From an optimization exercise on the open Yosys and OpenROAD flow, aimed at small area; shortcuts taken in it are not production practice. The RTL was checked by simulation tests, not by an equivalence proof against the original design. Power and IR drop assume default switching activity.

==> inputs of zinc <==
==> flow/design.v <==
package gsim_sched_pkg;
  localparam int VEC_LEN        = 16;
  localparam int IDX_W          = $clog2(VEC_LEN);
  localparam int FRAC_W         = 16;
  localparam int WORD_W         = 32;
  localparam int N_ITER_DEFAULT = 64;
  typedef enum logic [2:0] {
    S_IDLE,
    S_LOAD,
    S_ITER,
    S_DRAIN,
    S_OUT
  } state_t;
endpackage
import gsim_sched_pkg::*;
module gsim_sched #(
  parameter int N_ITER = N_ITER_DEFAULT
) (
  input  logic                clk,
  input  logic                reset,
  input  logic                in_en,
  input  logic [15:0]         b_in,
  output logic [WORD_W-1:0]   cu_b,
  output logic [WORD_W-1:0]   cu_x0,
  output logic [WORD_W-1:0]   cu_x1,
  output logic [WORD_W-1:0]   cu_x2,
  output logic [WORD_W-1:0]   cu_x3,
  output logic [WORD_W-1:0]   cu_x4,
  output logic [WORD_W-1:0]   cu_x5,
  input  logic [WORD_W-1:0]   cu_x_new,
  output logic                out_valid,
  output logic [WORD_W-1:0]   x_out
);
  localparam int                 SWEEP_W    = (N_ITER > 1) ? $clog2(N_ITER) : 1;
  localparam logic [SWEEP_W-1:0] LAST_SWEEP = SWEEP_W'(N_ITER - 1);
  localparam logic [IDX_W-1:0]   LAST_IDX   = IDX_W'(VEC_LEN - 1);
  logic               iter;      
  logic               wb_valid;  
  logic [IDX_W-1:0]   cnt;       
  logic [SWEEP_W-1:0] sweep;
  logic [15:0]        bs [VEC_LEN];
  logic [WORD_W-1:0]  xs [VEC_LEN];
  logic idle, drain, last_cnt, b_shift;
  assign drain    = wb_valid & ~iter;
  assign idle     = ~iter & ~wb_valid & ~out_valid;
  assign last_cnt = (cnt == LAST_IDX);
  assign b_shift  = iter | (idle & in_en);
  always_ff @(posedge clk) begin
    if (reset) begin
      iter      <= 1'b0;
      wb_valid  <= 1'b0;
      out_valid <= 1'b0;
      cnt       <= '0;
      sweep     <= '0;
    end else begin
      wb_valid <= iter;
      if (b_shift | out_valid) cnt <= cnt + 1'b1;
      if (idle & in_en & last_cnt) iter <= 1'b1;
      if (iter & last_cnt) begin
        sweep <= sweep + 1'b1;
        if (sweep == LAST_SWEEP) iter <= 1'b0;
      end
      if (drain) out_valid <= 1'b1;
      if (out_valid & last_cnt) out_valid <= 1'b0;
    end
  end
  always_ff @(posedge clk) begin
    if (b_shift) begin
      bs[0] <= iter ? bs[VEC_LEN-1] : b_in;
      for (int i = 1; i < VEC_LEN; i++) bs[i] <= bs[i-1];
    end
  end
  logic [WORD_W-1:0] x_new_n;
  assign x_new_n = ~(cu_x_new & {WORD_W{wb_valid}});
  always_ff @(posedge clk) begin
    xs[0] <= x_new_n;
    for (int i = 1; i < VEC_LEN; i++) xs[i] <= xs[i-1];
  end
  logic off_b, off_0, off_1, off_2, off_3, off_4, off_5, off_o;
  assign off_b = ~iter;
  assign off_0 = ~(iter & (cnt != '0));
  assign off_1 = ~(iter & (cnt <= IDX_W'(VEC_LEN - 2)));
  assign off_2 = ~(iter & (cnt >= IDX_W'(2)));
  assign off_3 = ~(iter & (cnt <= IDX_W'(VEC_LEN - 3)));
  assign off_4 = ~(iter & (cnt >= IDX_W'(3)));
  assign off_5 = ~(iter & (cnt <= IDX_W'(VEC_LEN - 4)));
  assign off_o = ~out_valid;
  assign cu_b  = {bs[VEC_LEN-1] & {16{~off_b}}, {FRAC_W{1'b0}}};
  assign cu_x0 = ~(x_new_n | {WORD_W{off_0}});
  assign cu_x1 = ~(xs[13]  | {WORD_W{off_1}});
  assign cu_x2 = ~(xs[0]   | {WORD_W{off_2}});
  assign cu_x3 = ~(xs[12]  | {WORD_W{off_3}});
  assign cu_x4 = ~(xs[1]   | {WORD_W{off_4}});
  assign cu_x5 = ~(xs[11]  | {WORD_W{off_5}});
  assign x_out = ~(xs[VEC_LEN-1] | {WORD_W{off_o}});
endmodule
==> flow/flow/run.sh <==
#!/bin/bash
# Standard ORFS flow (the standard.sh) with the settings in flow/extra.mk
# appended to the standard flow's config.mk: smaller port buffers and a leaner clock tree.
set -e
cat flow/extra.mk >> config.mk
bash standard.sh > standard.log 2>&1
==> flow/flow/extra.mk <==
export BUFFER_PORTS_ARGS = -buffer_cell sky130_fd_sc_hd__buf_1
export CTS_ARGS = -sink_clustering_enable -repair_clock_nets -dont_use_dummy_load -buf_list {sky130_fd_sc_hd__clkbuf_8} -sink_clustering_size 20 -sink_clustering_max_diameter 60
==> flow/standard.sh <==
#!/bin/bash
# synth_recipe.tcl (not shown) runs the flow's synth.tcl, then flattens the netlist and writes it again
# the make line also repeats each setting of config.mk as NAME=value (left out here)
make -C /OpenROAD-flow-scripts/flow DESIGN_CONFIG=/design/flow/config.mk WORK_HOME=/design/flow/orfs CLKGATE_MAP_FILE= SYNTH_SCRIPT=/design/flow/synth_recipe.tcl "${@:-finish}"
==> flow/config.mk <==
export PLATFORM = sky130hd
export DESIGN_NAME = gsim_sched
export DESIGN_NICKNAME = gsim_sched
export VERILOG_FILES = /design/flow/design.v
export SDC_FILE = /design/flow/constraint.sdc
export NUM_CORES = 4
export LEC_CHECK = 0
export CAP_MARGIN = 20
export CORE_MARGIN = 2
export CORE_UTILIZATION = 40
export SLEW_MARGIN = 20
export BUFFER_PORTS_ARGS = -buffer_cell sky130_fd_sc_hd__buf_1
export CTS_ARGS = -sink_clustering_enable -repair_clock_nets -dont_use_dummy_load -buf_list {sky130_fd_sc_hd__clkbuf_8} -sink_clustering_size 20 -sink_clustering_max_diameter 60
==> flow/constraint.sdc <==
create_clock -name core_clock -period 7.0 [get_ports {clk}]
set_input_delay 1.4000 -clock core_clock [delete_from_list [all_inputs] [get_ports {clk}]]
set_output_delay 1.4000 -clock core_clock [all_outputs]
set_load 0.01 [all_outputs]
==> inputs of tundra, as changes to zinc <==
==> flow/flow/extra.mk (replaced) <==
export BUFFER_PORTS_ARGS = -buffer_cell sky130_fd_sc_hd__buf_1
export CTS_ARGS = -sink_clustering_enable -repair_clock_nets -dont_use_dummy_load -buf_list {sky130_fd_sc_hd__clkbuf_8} -sink_clustering_size 20 -sink_clustering_max_diameter 40
==> flow/config.mk (replaced) <==
export PLATFORM = sky130hd
export DESIGN_NAME = gsim_sched
export DESIGN_NICKNAME = gsim_sched
export VERILOG_FILES = /design/flow/design.v
export SDC_FILE = /design/flow/constraint.sdc
export NUM_CORES = 4
export LEC_CHECK = 0
export ABC_AREA = 1
export CAP_MARGIN = 0
export CORE_MARGIN = 2
export CORE_UTILIZATION = 65
export PLACE_DENSITY = 0.75
export SLEW_MARGIN = 0
export BUFFER_PORTS_ARGS = -buffer_cell sky130_fd_sc_hd__buf_1
export CTS_ARGS = -sink_clustering_enable -repair_clock_nets -dont_use_dummy_load -buf_list {sky130_fd_sc_hd__clkbuf_8} -sink_clustering_size 20 -sink_clustering_max_diameter 40
==> impl_results.md <==
* Crit path DAT at about 2.6 ns
* Period minus WS final at about 4 ns
* Switch share at 19.5%
* Top Family by Delay on Critical Path: flip-flops
* Hold path endpoint: xs[4][8]
* Placement Cell Area at between 20000 and 25000 um2
* HP Start: xs[3][8]
* Sequential share of cell area at 80.1%
* Status: complete, no violations
* First-pass GRT wire length at 47700 um
* Worst Setup SP: iter
* Largest net degree at the start of global routing at 205
* R2R Path End: bs[13][9]
* Design area at roughly 23000 um2
* Routed via count at 8831
The numbers above come from zinc.

==> impl_results.md <==
* Hold path endpoint: xs[7][5]
* Design area at 22400 um2
* Post-synthesis xor/xnor area fraction at 0.0868%
* Crit path max fanout at 32
* Top-area cell type share of the netlist area at 52.1%
* Slowest-stage cell, CP: dfxtp_1
* Largest net degree at the start of global routing at 160
* Status: complete, no violations
* Period minus WS final at 3.89 ns
* Routed via count at ~9300
* Worst Setup SP: cnt[1]
* MaxCap Viol Count at 0
* Seq Cell Count at 781
* Post-layout nets at 1621
* Placement Cell Area at 21600 um2
* Top Family by Delay on Critical Path: buffers and inverters
* R2R Path End: bs[1][11]
* DRC Markers at 0
* HP Start: xs[6][5]
* Final setup fails at 0
* Compound-cell area share of the yosys netlist at 0.657%
The numbers above come from tundra.


==> v37: inputs <==
RTL: the design.v shown in full above, as it stands there.
make LEC_CHECK=0 CAP_MARGIN=20 CORE_MARGIN=2 CORE_UTILIZATION=40 SLEW_MARGIN=20 finish   # period 7.0 ns
run.sh (not shown) runs the stock make flow with config.mk's settings and CLKGATE_MAP_FILE= SYNTH_SCRIPT=/design/flow/synth_recipe.tcl, a recipe that flattens the netlist after the stock synthesis.
Stock flow here: none of the scripts above is used.
==> v28 (differences from v37) <==
==> flow/flow/run.sh (new file) <==
#!/bin/bash
# Standard ORFS flow (the standard.sh) with the settings in flow/extra.mk
# appended to the standard flow's config.mk: smaller port buffers and a leaner clock tree.
set -e
cat flow/extra.mk >> config.mk
bash standard.sh > standard.log 2>&1
==> flow/flow/extra.mk (new file) <==
export BUFFER_PORTS_ARGS = -buffer_cell sky130_fd_sc_hd__buf_1
export CTS_ARGS = -sink_clustering_enable -repair_clock_nets -dont_use_dummy_load -buf_list {sky130_fd_sc_hd__clkbuf_4 sky130_fd_sc_hd__clkbuf_8} -sink_clustering_size 22 -sink_clustering_max_diameter 40
==> flow/standard.sh (new file) <==
#!/bin/bash
# synth_recipe.tcl (not shown) runs the flow's synth.tcl, then flattens the netlist and writes it again
# the make line also repeats each setting of config.mk as NAME=value (left out here)
make -C /OpenROAD-flow-scripts/flow DESIGN_CONFIG=/design/flow/config.mk WORK_HOME=/design/flow/orfs CLKGATE_MAP_FILE= SYNTH_SCRIPT=/design/flow/synth_recipe.tcl "${@:-finish}"
- ABC_AREA: default -> 1
- BUFFER_PORTS_ARGS: default -> -buffer_cell sky130_fd_sc_hd__buf_1
- CAP_MARGIN: 20 -> 0
- CORE_UTILIZATION: 40 -> 65
- CTS_ARGS: default -> -sink_clustering_enable -repair_clock_nets -dont_use_dummy_load -buf_list {sky130_fd_sc_hd__clkbuf_4 sky130_fd_sc_hd__clkbuf_8} -sink_clustering_size 22 -sink_clustering_max_diameter 40
- PLACE_DENSITY: default -> 0.75
- SLEW_MARGIN: 20 -> 0
removed: flow/run.sh
==> v35 (differences from v37) <==
--- a/flow/design.v
+++ b/flow/design.v
@@ -35,4 +35,5 @@
   localparam logic [SWEEP_W-1:0] LAST_SWEEP = SWEEP_W'(N_ITER - 1);
   localparam logic [IDX_W-1:0]   LAST_IDX   = IDX_W'(VEC_LEN - 1);
+  localparam int                 X_LEN      = VEC_LEN - 2;
   logic               iter;      
   logic               wb_valid;  
@@ -40,10 +41,13 @@
   logic [SWEEP_W-1:0] sweep;
   logic [15:0]        bs [VEC_LEN];
-  logic [WORD_W-1:0]  xs [VEC_LEN];
-  logic idle, drain, last_cnt, b_shift;
-  assign drain    = wb_valid & ~iter;
-  assign idle     = ~iter & ~wb_valid & ~out_valid;
-  assign last_cnt = (cnt == LAST_IDX);
-  assign b_shift  = iter | (idle & in_en);
+  logic [WORD_W-1:0]  xs [X_LEN];
+  logic idle, drain, last_cnt, last_issue, b_shift, x_ext, b_en;
+  assign drain      = wb_valid & ~iter;
+  assign idle       = ~iter & ~wb_valid & ~out_valid;
+  assign last_cnt   = (cnt == LAST_IDX);
+  assign last_issue = iter & last_cnt & (sweep == LAST_SWEEP);
+  assign b_shift    = iter | (idle & in_en);
+  assign x_ext      = last_issue | drain | out_valid;  
+  assign b_en       = b_shift | x_ext;
   always_ff @(posedge clk) begin
     if (reset) begin
@@ -57,8 +61,6 @@
       if (b_shift | out_valid) cnt <= cnt + 1'b1;
       if (idle & in_en & last_cnt) iter <= 1'b1;
-      if (iter & last_cnt) begin
-        sweep <= sweep + 1'b1;
-        if (sweep == LAST_SWEEP) iter <= 1'b0;
-      end
+      if (iter & last_cnt) sweep <= sweep + 1'b1;
+      if (last_issue) iter <= 1'b0;
       if (drain) out_valid <= 1'b1;
       if (out_valid & last_cnt) out_valid <= 1'b0;
@@ -66,7 +68,11 @@
   end
   always_ff @(posedge clk) begin
-    if (b_shift) begin
-      bs[0] <= iter ? bs[VEC_LEN-1] : b_in;
+    if (b_en) begin
+      bs[0] <= iter ? bs[VEC_LEN-1] : ~b_in;
       for (int i = 1; i < VEC_LEN; i++) bs[i] <= bs[i-1];
+      if (x_ext) begin
+        bs[12] <= xs[X_LEN-1][15:0];
+        bs[14] <= xs[X_LEN-1][31:16];
+      end
     end
   end
@@ -75,5 +81,5 @@
   always_ff @(posedge clk) begin
     xs[0] <= x_new_n;
-    for (int i = 1; i < VEC_LEN; i++) xs[i] <= xs[i-1];
+    for (int i = 1; i < X_LEN; i++) xs[i] <= xs[i-1];
   end
   logic off_b, off_0, off_1, off_2, off_3, off_4, off_5, off_o;
@@ -86,5 +92,5 @@
   assign off_5 = ~(iter & (cnt <= IDX_W'(VEC_LEN - 4)));
   assign off_o = ~out_valid;
-  assign cu_b  = {bs[VEC_LEN-1] & {16{~off_b}}, {FRAC_W{1'b0}}};
+  assign cu_b  = {~(bs[VEC_LEN-1] | {16{off_b}}), {FRAC_W{1'b0}}};
   assign cu_x0 = ~(x_new_n | {WORD_W{off_0}});
   assign cu_x1 = ~(xs[13]  | {WORD_W{off_1}});
@@ -93,4 +99,4 @@
   assign cu_x4 = ~(xs[1]   | {WORD_W{off_4}});
   assign cu_x5 = ~(xs[11]  | {WORD_W{off_5}});
-  assign x_out = ~(xs[VEC_LEN-1] | {WORD_W{off_o}});
+  assign x_out = ~({bs[15], bs[13]} | {WORD_W{off_o}});
 endmodule
==> flow/flow/run.sh (new file) <==
#!/bin/bash
# Standard ORFS flow (the standard.sh) with the settings in flow/extra.mk
# appended to the standard flow's config.mk: smaller port buffers and a leaner clock tree.
set -e
cat flow/extra.mk >> config.mk
bash standard.sh > standard.log 2>&1
==> flow/flow/extra.mk (new file) <==
export BUFFER_PORTS_ARGS = -buffer_cell sky130_fd_sc_hd__buf_1
export CTS_ARGS = -sink_clustering_enable -repair_clock_nets -dont_use_dummy_load -buf_list {sky130_fd_sc_hd__clkbuf_8} -sink_clustering_size 20 -sink_clustering_max_diameter 60
export SKIP_REPAIR_TIE_FANOUT = 1
==> flow/standard.sh (new file) <==
#!/bin/bash
# synth_recipe.tcl (not shown) runs the flow's synth.tcl, then flattens the netlist and writes it again
# the make line also repeats each setting of config.mk as NAME=value (left out here)
make -C /OpenROAD-flow-scripts/flow DESIGN_CONFIG=/design/flow/config.mk WORK_HOME=/design/flow/orfs CLKGATE_MAP_FILE= SYNTH_SCRIPT=/design/flow/synth_recipe.tcl "${@:-finish}"
- ABC_AREA: default -> 1
- BUFFER_PORTS_ARGS: default -> -buffer_cell sky130_fd_sc_hd__buf_1
- CAP_MARGIN: 20 -> 0
- CTS_ARGS: default -> -sink_clustering_enable -repair_clock_nets -dont_use_dummy_load -buf_list {sky130_fd_sc_hd__clkbuf_8} -sink_clustering_size 20 -sink_clustering_max_diameter 60
- SKIP_REPAIR_TIE_FANOUT: default -> 1
- SLEW_MARGIN: 20 -> 0
removed: flow/run.sh
==> qor summary <==
| quantity | v37 | v35 | v28 |
|---|---|---|---|
| Final core utilization | 53.0% | 45.2% | 73.2% |
| Reg area | 18200 µm² | 16900 µm² | 18200 µm² |
| DRC marker count from the first detailed-route iteration | 533 | 594 | 773 |
| Total power divided by cell area | 343 nW/µm² | 289 nW/µm² | 302 nW/µm² |
| Overall power of the completed layout | 9.07 mW | 6.23 mW | 6.76 mW |
| GRT Resource Usage Total | 12.3% | 12.9% | 17.1% |
| Count of inverters not on the clock network in the layout | 3 | 12 | 29 |
| Share of the synthesized netlist area taken by xor and xnor gates | 0.304% | 0.0455% | 0.0868% |
| Largest net degree at the start of global routing | 175 | 199 | 160 |
| Simple-gate share of the synthesized area | 6.48% | 8.71% | 6.78% |
| Worst hold slack after final layout | 0.317 ns | 0.268 ns | 0.281 ns |
| Number of H-tree levels | 3 | 2 | 2 |
| Run status | timing/DRC/antenna clean | timing/DRC/antenna clean | timing/DRC/antenna clean |
| Multi-input gate area in the final layout | 1820 µm² | 2000 µm² | 1660 µm² |
| Layout Cells excl Fill | 2258 | 2153 | 1957 |
| Multi-input comb cells | 366 | 462 | 396 |
| Clock Latency Late Sink | 0.60 ns | 0.63 ns | 0.62 ns |
| Met1 usage | 17.0% | 17.1% | 24.5% |
| Switching Fraction | 19.0% | 19.5% | 18.7% |
| CTS Root Cell | sky130_fd_sc_hd__clkbuf_16 | sky130_fd_sc_hd__clkbuf_8 | sky130_fd_sc_hd__clkbuf_8 |
| Number of nets in the finished design | 1584 | 1596 | 1619 |
| Worst-case setup margin in the final layout | 2.55 ns | 3.04 ns | 3.09 ns |
| Reg-to-reg slack, setup | 4.36 ns | 3.19 ns | 3.35 ns |
| Routing usage on met2 | 17.7% | 20.5% | 25.9% |
| Site row count | 82 | 80 | 64 |
| Setup Slack @ Placement | 2.79 ns | 3.10 ns | 3.21 ns |
| Portion of the post-synthesis area used by sequential elements | 90.2% | 87.8% | 90.2% |

separate check: timing with driven ports:
How much do the figures lean on ideal ports? The routed layouts below were timed once more, with nothing changed but the port constraints.
Step 1 sets driving cells, clkbuf_16 on the clock port and buf_2 on the other inputs (assumed; they add their load-dependent delay and slew).
Step 2 also shifts input and output timing later by t, the mid clock arrival at the registers, as if the neighbouring blocks saw the same clock.
Three values: ideal, step 1, step 2; two values: the first two.
run | t, ns | slack for setup (ns) | slew at the worst register clock pin (ns) | pins driven straight from the clock port
zinc | 0.664 | 2.991 / 2.944 / 3.254 | 0.12 / 0.12 | 1
tundra | 0.637 | 3.112 / 3.068 / 3.163 | 0.11 / 0.11 | 1
v37 | 0.641 | 2.548 / 2.498 / 2.877 | 0.07 / 0.07 | 1
v28 | 0.632 | 3.092 / 3.047 / 3.192 | 0.12 / 0.12 | 1
v35 | 0.649 | 3.044 / 2.998 / 3.152 | 0.12 / 0.12 | 1
After both steps setup and hold are still met in every run listed.
